This is an optimization exercise on Yosys and OpenROAD, whose aim is small area and a short achievable clock period, not a production implementation. At most, simulation tests tie the RTL to the original design; equivalence was not proved. Power and IR drop assume default switching activity.

==> inputs of run P <==
==> flow/design.v (excerpt) <==
module eth_stream_top (
	input  wire                              clk_125,
	input  wire                              rst_crc,
	input  wire eth_stream_pkg::word_t       data_ch0,
	input  wire eth_stream_pkg::word_t       data_ch1,
	input  wire                              wr_ch0,
	input  wire                              wr_ch1,
	input  wire eth_stream_pkg::interval_t   interval_num,
	input  wire                              time_clr,
	input  wire                              stream_stop,
	input  wire eth_stream_pkg::stream_cfg_t cfg,
	input  wire                              tx_rdy,
	output eth_stream_pkg::tx_beat_t         tx
);
export LEC_CHECK = 0
export CAP_MARGIN = 20
export CORE_MARGIN = 2
export CORE_UTILIZATION = 50
export PLACE_DENSITY = 0.6
export SETUP_SLACK_MARGIN = 2.65
export SLEW_MARGIN = 20
create_clock -name core_clock -period 5.0 [get_ports {clk_125}]
standard.sh (not shown) runs the stock make flow with config.mk's settings and CLKGATE_MAP_FILE= SYNTH_SCRIPT=/design/flow/synth_recipe.tcl, a recipe that flattens the netlist after the stock synthesis.
==> flow/flow/run.sh <==
#!/bin/bash
# The standard layout (standard.sh, standard synthesis unchanged) with
# two changes made through ORFS's own variables:
#  - ports are buffered with plain buf cells, which timing repair may size,
#    instead of the platform's default delay buffers (every port still gets
#    its buffer);
#  - the clock tree is built from clkbuf_16 as before, with explicit sink
#    clustering and without dummy loads.
# The make output goes to standard.log; ORFS writes each step's log under
# orfs/logs.
set -euo pipefail
export BUFFER_PORTS_ARGS="-buffer_cell sky130_fd_sc_hd__buf_2"
export CTS_ARGS="-sink_clustering_enable -repair_clock_nets -sink_clustering_size 28 -sink_clustering_max_diameter 100 -buf_list sky130_fd_sc_hd__clkbuf_16 -dont_use_dummy_load"
bash standard.sh > standard.log 2>&1
==> run R: changes against run P <==
--- a/flow/design.v
+++ b/flow/design.v
@@ -60,42 +60,42 @@
 	logic [7-1:0] level;
 	logic do_wr;
 	logic wr_ok;       
 	logic [7-1:0] level_n;
 	assign do_wr = wr & wr_ok & ~stop;   
 	assign rdy   = |level[7-1:4];
 	logic [3:0] rblk_oh;
-	logic [1:0][16-1:0] rd_sel;   
-	logic [1:0][32-1:0] rdata_h;     
+	logic [16-1:0] pf_sel;
+	logic [16-1:0] rd_sel;   
+	eth_stream_pkg::word_t pf_word;
 	assign rblk_oh = 4'(1) << rblk;
-	logic [7-1:0] level_p1;
-	logic [7-1:0] level_m1;
-	logic level_63;
-	logic full_n;
-	assign level_p1 = level + 1'b1;
-	assign level_m1 = level - 1'b1;
-	assign level_63 = (level == 7'(64 - 1));
+	assign pf_sel  = {rd_sel[16-2:0], rd_sel[16-1]};   
+	always_ff @(posedge clk_125)
+	begin
+		if (rst_crc | clr)
+			rd_sel <= 16'(1) << (16 - 1);
+		else if (rd_adv)
+			rd_sel <= {rd_sel[16-2:0], rd_sel[16-1]};
+	end
 	always_comb
 	begin
+		case ({do_wr, rd})
+			2'b10:   level_n = level + 1'b1;
+			2'b01:   level_n = level - 1'b1;
+			default: level_n = level;
+		endcase
 		if (clr)
 			level_n = '0;
-		else if (do_wr & ~rd)
-			level_n = level_p1;
-		else if (rd & ~do_wr)
-			level_n = level_m1;
-		else
-			level_n = level;
 	end
-	assign full_n = ~clr & ~rd & (level[7-1] | (level_63 & do_wr));
 	always_ff @(posedge clk_125)
 	begin
 		if (rst_crc)
 			wr_ok <= 1'b1;
 		else
-			wr_ok <= ~clr_pre_n & ~full_n;
+			wr_ok <= ~clr_pre_n & ~level_n[7-1];
 		if (rst_crc | clr)
 		begin
 			wr_lo  <= 8'd1;
 			wr_hi  <= 8'd1;
 			rblk   <= '0;
 			level  <= '0;
 		end
@@ -103,66 +103,38 @@
 		begin
 			if (do_wr)
 			begin
 				wr_lo <= {wr_lo[6:0], wr_lo[7]};
 				if (wr_lo[7])
 					wr_hi <= {wr_hi[6:0], wr_hi[7]};
 			end
-			if (rd && rd_sel[0][16-1])
+			if (rd && rd_sel[16-1])
 				rblk <= rblk + 1'b1;
 			level <= level_n;
 		end
 	end
 	genvar gi;
 	for (gi = 0; gi < DEPTH; gi++)
 	begin : g_mem
 		always_ff @(posedge clk_125)
 			if (do_wr && wr_lo[gi % 8] && wr_hi[gi / 8])
 				mem[gi] <= wdata;
 	end
-	logic [1:0][16-1:0] pf_sel;
-	logic [1:0][1:0][32-1:0] blk_word;
-	logic [1:0][32-1:0] pf_word;
-	genvar gh;
-	for (gh = 0; gh < 2; gh++)
-	begin : g_half
-		rd_word_ctr i_rd_word_ctr (
-			.clk_125 (clk_125),
-			.clr     (rst_crc | clr),
-			.adv     (rd_adv),
-			.rd_sel  (rd_sel[gh])
-		);
-		assign pf_sel[gh] = {rd_sel[gh][16-2:0], rd_sel[gh][16-1]};   
-	end
+	logic [3:0][32-1:0] blk_word;
 	always_comb
 	begin
 		blk_word = '0;
 		for (int i = 0; i < DEPTH; i++)
-			blk_word[i/32][(i/16)%2] = blk_word[i/32][(i/16)%2] | (mem[i] & {32{pf_sel[i/32][i%16]}});
-		for (int h = 0; h < 2; h++)
-			pf_word[h] = (blk_word[h][0] & {32{rblk_oh[2*h]}})
-			           | (blk_word[h][1] & {32{rblk_oh[2*h+1]}});
+			blk_word[i/16] = blk_word[i/16] | (mem[i] & {32{pf_sel[i%16]}});
+		pf_word = '0;
+		for (int b = 0; b < 4; b++)
+			pf_word = pf_word | (blk_word[b] & {32{rblk_oh[b]}});
 	end
 	always_ff @(posedge clk_125)
-		rdata_h <= pf_word;
-	assign rdata = rblk[1] ? rdata_h[1] : rdata_h[0];
-endmodule
-module rd_word_ctr (
-	input  wire                    clk_125,
-	input  wire                    clr,
-	input  wire                    adv,
-	output logic [16-1:0]  rd_sel
-);
-	always_ff @(posedge clk_125)
-	begin
-		if (clr)
-			rd_sel <= 16'(1) << (16 - 1);
-		else if (adv)
-			rd_sel <= {rd_sel[16-2:0], rd_sel[16-1]};
-	end
+		rdata <= pf_word;
 endmodule
 `default_nettype wire
 `default_nettype none
 module restart_ctrl (
 	input  wire  clk_125,
 	input  wire  rst_crc,
 	input  wire  time_clr,      
@@ -384,15 +356,15 @@
 	logic s_tag;
 	logic s_chan;
 	logic s_data;
 	logic s_sum;
 	logic [16-1:0] idx;      
 	eth_stream_pkg::word_t beat;     
 	assign take = s_idle | (s_sum & tx_rdy);
-	assign buf_sel = tx_rdy ? {idx[16-2:0], idx[16-1]} : idx;
+	assign buf_sel = (s_data & tx_rdy) ? {idx[16-2:0], idx[16-1]} : idx;
 	logic s_idle_n;
 	logic s_ports_n;
 	logic s_ip_n;
 	logic s_tag_n;
 	logic s_chan_n;
 	logic s_data_n;
 	logic s_sum_n;
@@ -441,15 +413,15 @@
 			s_tag     <= 1'b0;
 			s_chan    <= 1'b0;
 			s_data    <= 1'b0;
 			s_sum     <= 1'b0;
 			o_busy    <= 1'b0;
 			o_ports_b <= 1'b1;
 			o_sum_b   <= 1'b1;
-			idx       <= 16'(1) << (16 - 1);
+			idx       <= 16'(1);
 			end_tx    <= 1'b0;
 		end
 		else
 		begin
 			s_idle    <= s_idle_n;
 			s_ports   <= s_ports_n;
 			s_ip      <= s_ip_n;
@@ -458,16 +430,16 @@
 			s_data    <= s_data_n;
 			s_sum     <= s_sum_n;
 			o_busy    <= ~s_idle_n;
 			o_ports_b <= ~s_ports_n;
 			o_sum_b   <= ~s_sum_n;
 			end_tx    <= s_sum & tx_rdy;   
 			if (s_idle)
-				idx <= 16'(1) << (16 - 1);
-			else if (tx_rdy && (s_data || s_chan))
+				idx <= 16'(1);
+			else if (tx_rdy && s_data)
 				idx <= {idx[16-2:0], idx[16-1]};
 		end
 	end
 	eth_stream_pkg::word_t ports_w;
 	eth_stream_pkg::word_t tag_w;
 	eth_stream_pkg::word_t chan_w;
 	eth_stream_pkg::word_t cur_w;
SETUP_SLACK_MARGIN = 2.3   (was 2.65)
==> run K: changes against run P <==
--- a/flow/design.v
+++ b/flow/design.v
@@ -60,42 +60,42 @@
 	logic [7-1:0] level;
 	logic do_wr;
 	logic wr_ok;       
 	logic [7-1:0] level_n;
 	assign do_wr = wr & wr_ok & ~stop;   
 	assign rdy   = |level[7-1:4];
 	logic [3:0] rblk_oh;
-	logic [1:0][16-1:0] rd_sel;   
-	logic [1:0][32-1:0] rdata_h;     
+	logic [16-1:0] pf_sel;
+	logic [16-1:0] rd_sel;   
+	eth_stream_pkg::word_t pf_word;
 	assign rblk_oh = 4'(1) << rblk;
-	logic [7-1:0] level_p1;
-	logic [7-1:0] level_m1;
-	logic level_63;
-	logic full_n;
-	assign level_p1 = level + 1'b1;
-	assign level_m1 = level - 1'b1;
-	assign level_63 = (level == 7'(64 - 1));
+	assign pf_sel  = {rd_sel[16-2:0], rd_sel[16-1]};   
+	always_ff @(posedge clk_125)
+	begin
+		if (rst_crc | clr)
+			rd_sel <= 16'(1) << (16 - 1);
+		else if (rd_adv)
+			rd_sel <= {rd_sel[16-2:0], rd_sel[16-1]};
+	end
 	always_comb
 	begin
+		case ({do_wr, rd})
+			2'b10:   level_n = level + 1'b1;
+			2'b01:   level_n = level - 1'b1;
+			default: level_n = level;
+		endcase
 		if (clr)
 			level_n = '0;
-		else if (do_wr & ~rd)
-			level_n = level_p1;
-		else if (rd & ~do_wr)
-			level_n = level_m1;
-		else
-			level_n = level;
 	end
-	assign full_n = ~clr & ~rd & (level[7-1] | (level_63 & do_wr));
 	always_ff @(posedge clk_125)
 	begin
 		if (rst_crc)
 			wr_ok <= 1'b1;
 		else
-			wr_ok <= ~clr_pre_n & ~full_n;
+			wr_ok <= ~clr_pre_n & ~level_n[7-1];
 		if (rst_crc | clr)
 		begin
 			wr_lo  <= 8'd1;
 			wr_hi  <= 8'd1;
 			rblk   <= '0;
 			level  <= '0;
 		end
@@ -103,66 +103,38 @@
 		begin
 			if (do_wr)
 			begin
 				wr_lo <= {wr_lo[6:0], wr_lo[7]};
 				if (wr_lo[7])
 					wr_hi <= {wr_hi[6:0], wr_hi[7]};
 			end
-			if (rd && rd_sel[0][16-1])
+			if (rd && rd_sel[16-1])
 				rblk <= rblk + 1'b1;
 			level <= level_n;
 		end
 	end
 	genvar gi;
 	for (gi = 0; gi < DEPTH; gi++)
 	begin : g_mem
 		always_ff @(posedge clk_125)
 			if (do_wr && wr_lo[gi % 8] && wr_hi[gi / 8])
 				mem[gi] <= wdata;
 	end
-	logic [1:0][16-1:0] pf_sel;
-	logic [1:0][1:0][32-1:0] blk_word;
-	logic [1:0][32-1:0] pf_word;
-	genvar gh;
-	for (gh = 0; gh < 2; gh++)
-	begin : g_half
-		rd_word_ctr i_rd_word_ctr (
-			.clk_125 (clk_125),
-			.clr     (rst_crc | clr),
-			.adv     (rd_adv),
-			.rd_sel  (rd_sel[gh])
-		);
-		assign pf_sel[gh] = {rd_sel[gh][16-2:0], rd_sel[gh][16-1]};   
-	end
+	logic [3:0][32-1:0] blk_word;
 	always_comb
 	begin
 		blk_word = '0;
 		for (int i = 0; i < DEPTH; i++)
-			blk_word[i/32][(i/16)%2] = blk_word[i/32][(i/16)%2] | (mem[i] & {32{pf_sel[i/32][i%16]}});
-		for (int h = 0; h < 2; h++)
-			pf_word[h] = (blk_word[h][0] & {32{rblk_oh[2*h]}})
-			           | (blk_word[h][1] & {32{rblk_oh[2*h+1]}});
+			blk_word[i/16] = blk_word[i/16] | (mem[i] & {32{pf_sel[i%16]}});
+		pf_word = '0;
+		for (int b = 0; b < 4; b++)
+			pf_word = pf_word | (blk_word[b] & {32{rblk_oh[b]}});
 	end
 	always_ff @(posedge clk_125)
-		rdata_h <= pf_word;
-	assign rdata = rblk[1] ? rdata_h[1] : rdata_h[0];
-endmodule
-module rd_word_ctr (
-	input  wire                    clk_125,
-	input  wire                    clr,
-	input  wire                    adv,
-	output logic [16-1:0]  rd_sel
-);
-	always_ff @(posedge clk_125)
-	begin
-		if (clr)
-			rd_sel <= 16'(1) << (16 - 1);
-		else if (adv)
-			rd_sel <= {rd_sel[16-2:0], rd_sel[16-1]};
-	end
+		rdata <= pf_word;
 endmodule
 `default_nettype wire
 `default_nettype none
 module restart_ctrl (
 	input  wire  clk_125,
 	input  wire  rst_crc,
 	input  wire  time_clr,      
@@ -384,15 +356,15 @@
 	logic s_tag;
 	logic s_chan;
 	logic s_data;
 	logic s_sum;
 	logic [16-1:0] idx;      
 	eth_stream_pkg::word_t beat;     
 	assign take = s_idle | (s_sum & tx_rdy);
-	assign buf_sel = tx_rdy ? {idx[16-2:0], idx[16-1]} : idx;
+	assign buf_sel = (s_data & tx_rdy) ? {idx[16-2:0], idx[16-1]} : idx;
 	logic s_idle_n;
 	logic s_ports_n;
 	logic s_ip_n;
 	logic s_tag_n;
 	logic s_chan_n;
 	logic s_data_n;
 	logic s_sum_n;
@@ -441,15 +413,15 @@
 			s_tag     <= 1'b0;
 			s_chan    <= 1'b0;
 			s_data    <= 1'b0;
 			s_sum     <= 1'b0;
 			o_busy    <= 1'b0;
 			o_ports_b <= 1'b1;
 			o_sum_b   <= 1'b1;
-			idx       <= 16'(1) << (16 - 1);
+			idx       <= 16'(1);
 			end_tx    <= 1'b0;
 		end
 		else
 		begin
 			s_idle    <= s_idle_n;
 			s_ports   <= s_ports_n;
 			s_ip      <= s_ip_n;
@@ -458,16 +430,16 @@
 			s_data    <= s_data_n;
 			s_sum     <= s_sum_n;
 			o_busy    <= ~s_idle_n;
 			o_ports_b <= ~s_ports_n;
 			o_sum_b   <= ~s_sum_n;
 			end_tx    <= s_sum & tx_rdy;   
 			if (s_idle)
-				idx <= 16'(1) << (16 - 1);
-			else if (tx_rdy && (s_data || s_chan))
+				idx <= 16'(1);
+			else if (tx_rdy && s_data)
 				idx <= {idx[16-2:0], idx[16-1]};
 		end
 	end
 	eth_stream_pkg::word_t ports_w;
 	eth_stream_pkg::word_t tag_w;
 	eth_stream_pkg::word_t chan_w;
 	eth_stream_pkg::word_t cur_w;
SETUP_SLACK_MARGIN = 2.5   (was 2.65)
==> results by group <==
Clock tree
  • CTS Buf Count: 203

Power
  • Clk power: 19.6 mW

Finish
  • Multi-In Gates: 4349
  • NonClk Buf Share: 4.87%

Route
  • Detailed Route Iter0 Violations: 19143

Critical path
  • Crit path max fanout: 7
  • CP Capture Point: i_fifo_ch0.rdata[3]

Outcome
  • Status: finished clean

Synth
  • Adder-cell share of the synthesized area: 0.472%

GRT
  • M2 GR Usage: 47.9%
  • Met3 layer usage reported by global route: 7.42%

Floorplanning
  • Tap cells: 4794
the above is filed under run K

==> results by group <==
Outcome
  • Status: finished clean

Power
  • Clk power: 19.5 mW

Route
  • Detailed Route Iter0 Violations: 17514
  • Final ANT Viol Nets: 0

Clock tree
  • CTS Buf Count: 204

Critical path
  • CP endpoint kind: register
  • Crit path max fanout: 26
  • CP Capture Point: i_fifo_ch1.rdata[14]

Synth
  • Post-synth EDFFs: 4673
  • Adder-cell share of the synthesized area: 0.472%

Floorplanning
  • Tap cells: 4794

GRT
  • M2 GR Usage: 47.8%

Finish
  • Multi-In Gates: 4323
the above is filed under run R

==> results by group <==
Outcome
  • Status: finished clean

Critical path
  • CP Capture Point: tx[0]
  • Crit path max fanout: 1
  • CP endpoint kind: output port
  • Critical path cell sequence: and2_4 > buf_6
  • CP top delay family: flip-flops

Synth
  • Post-Syn Area: 0.185 mm^2
  • Most frequent cell after synthesis: edfxtp_1

Clock tree
  • CTS Buf Count: 208

Placed design
  • IO buf count: 185

Finish
  • Multi-In Gates: 4653
  • NonClk Buf Share: 2.64%
  • Leading cell kind: sequential cells

GRT
  • M2 GR Usage: 48.7%
  • Met3 layer usage reported by global route: 5.79%

Power
  • Clk power: 19.9 mW

Floorplanning
  • Tap cells: 4950

Route
  • Detailed Route Iter0 Violations: 17890
  • Remaining DRCs: 0
the above is filed under run P

No functional check of the RTL was part of run R and run K.

[re-timing with driven ports]
Ports are ideal in the flow. The routed layouts listed here were re-timed in OpenROAD. Step 1 (the two cells are an assumption about what drives the block):
set clk [get_ports {clk_125}]
set_driving_cell -lib_cell sky130_fd_sc_hd__clkbuf_16 $clk
set_driving_cell -lib_cell sky130_fd_sc_hd__buf_2 [delete_from_list [all_inputs] $clk]
Step 2, shift: input delay + t, output delay - t, t = (earliest + latest rising clock arrival at the registers) / 2. This alone moves slack from input paths to output paths. Three values: no drivers, after step 1, after step 2; two values: the first two.
run | t, ns | slack for setup (ns) | worst data-port slew with drivers (ns)
run P | 1.054 | 2.440 / 2.275 / 1.524 | 0.24
run R | 1.067 | 2.138 / 2.138 / 1.537 | 0.16
run K | 1.056 | 2.219 / 2.219 / 1.439 | 0.12
After both steps setup and hold are still met in every run listed. The setup slack of run P, which loses most, moves by -0.165 ns with the drivers and by -0.916 ns with both steps.
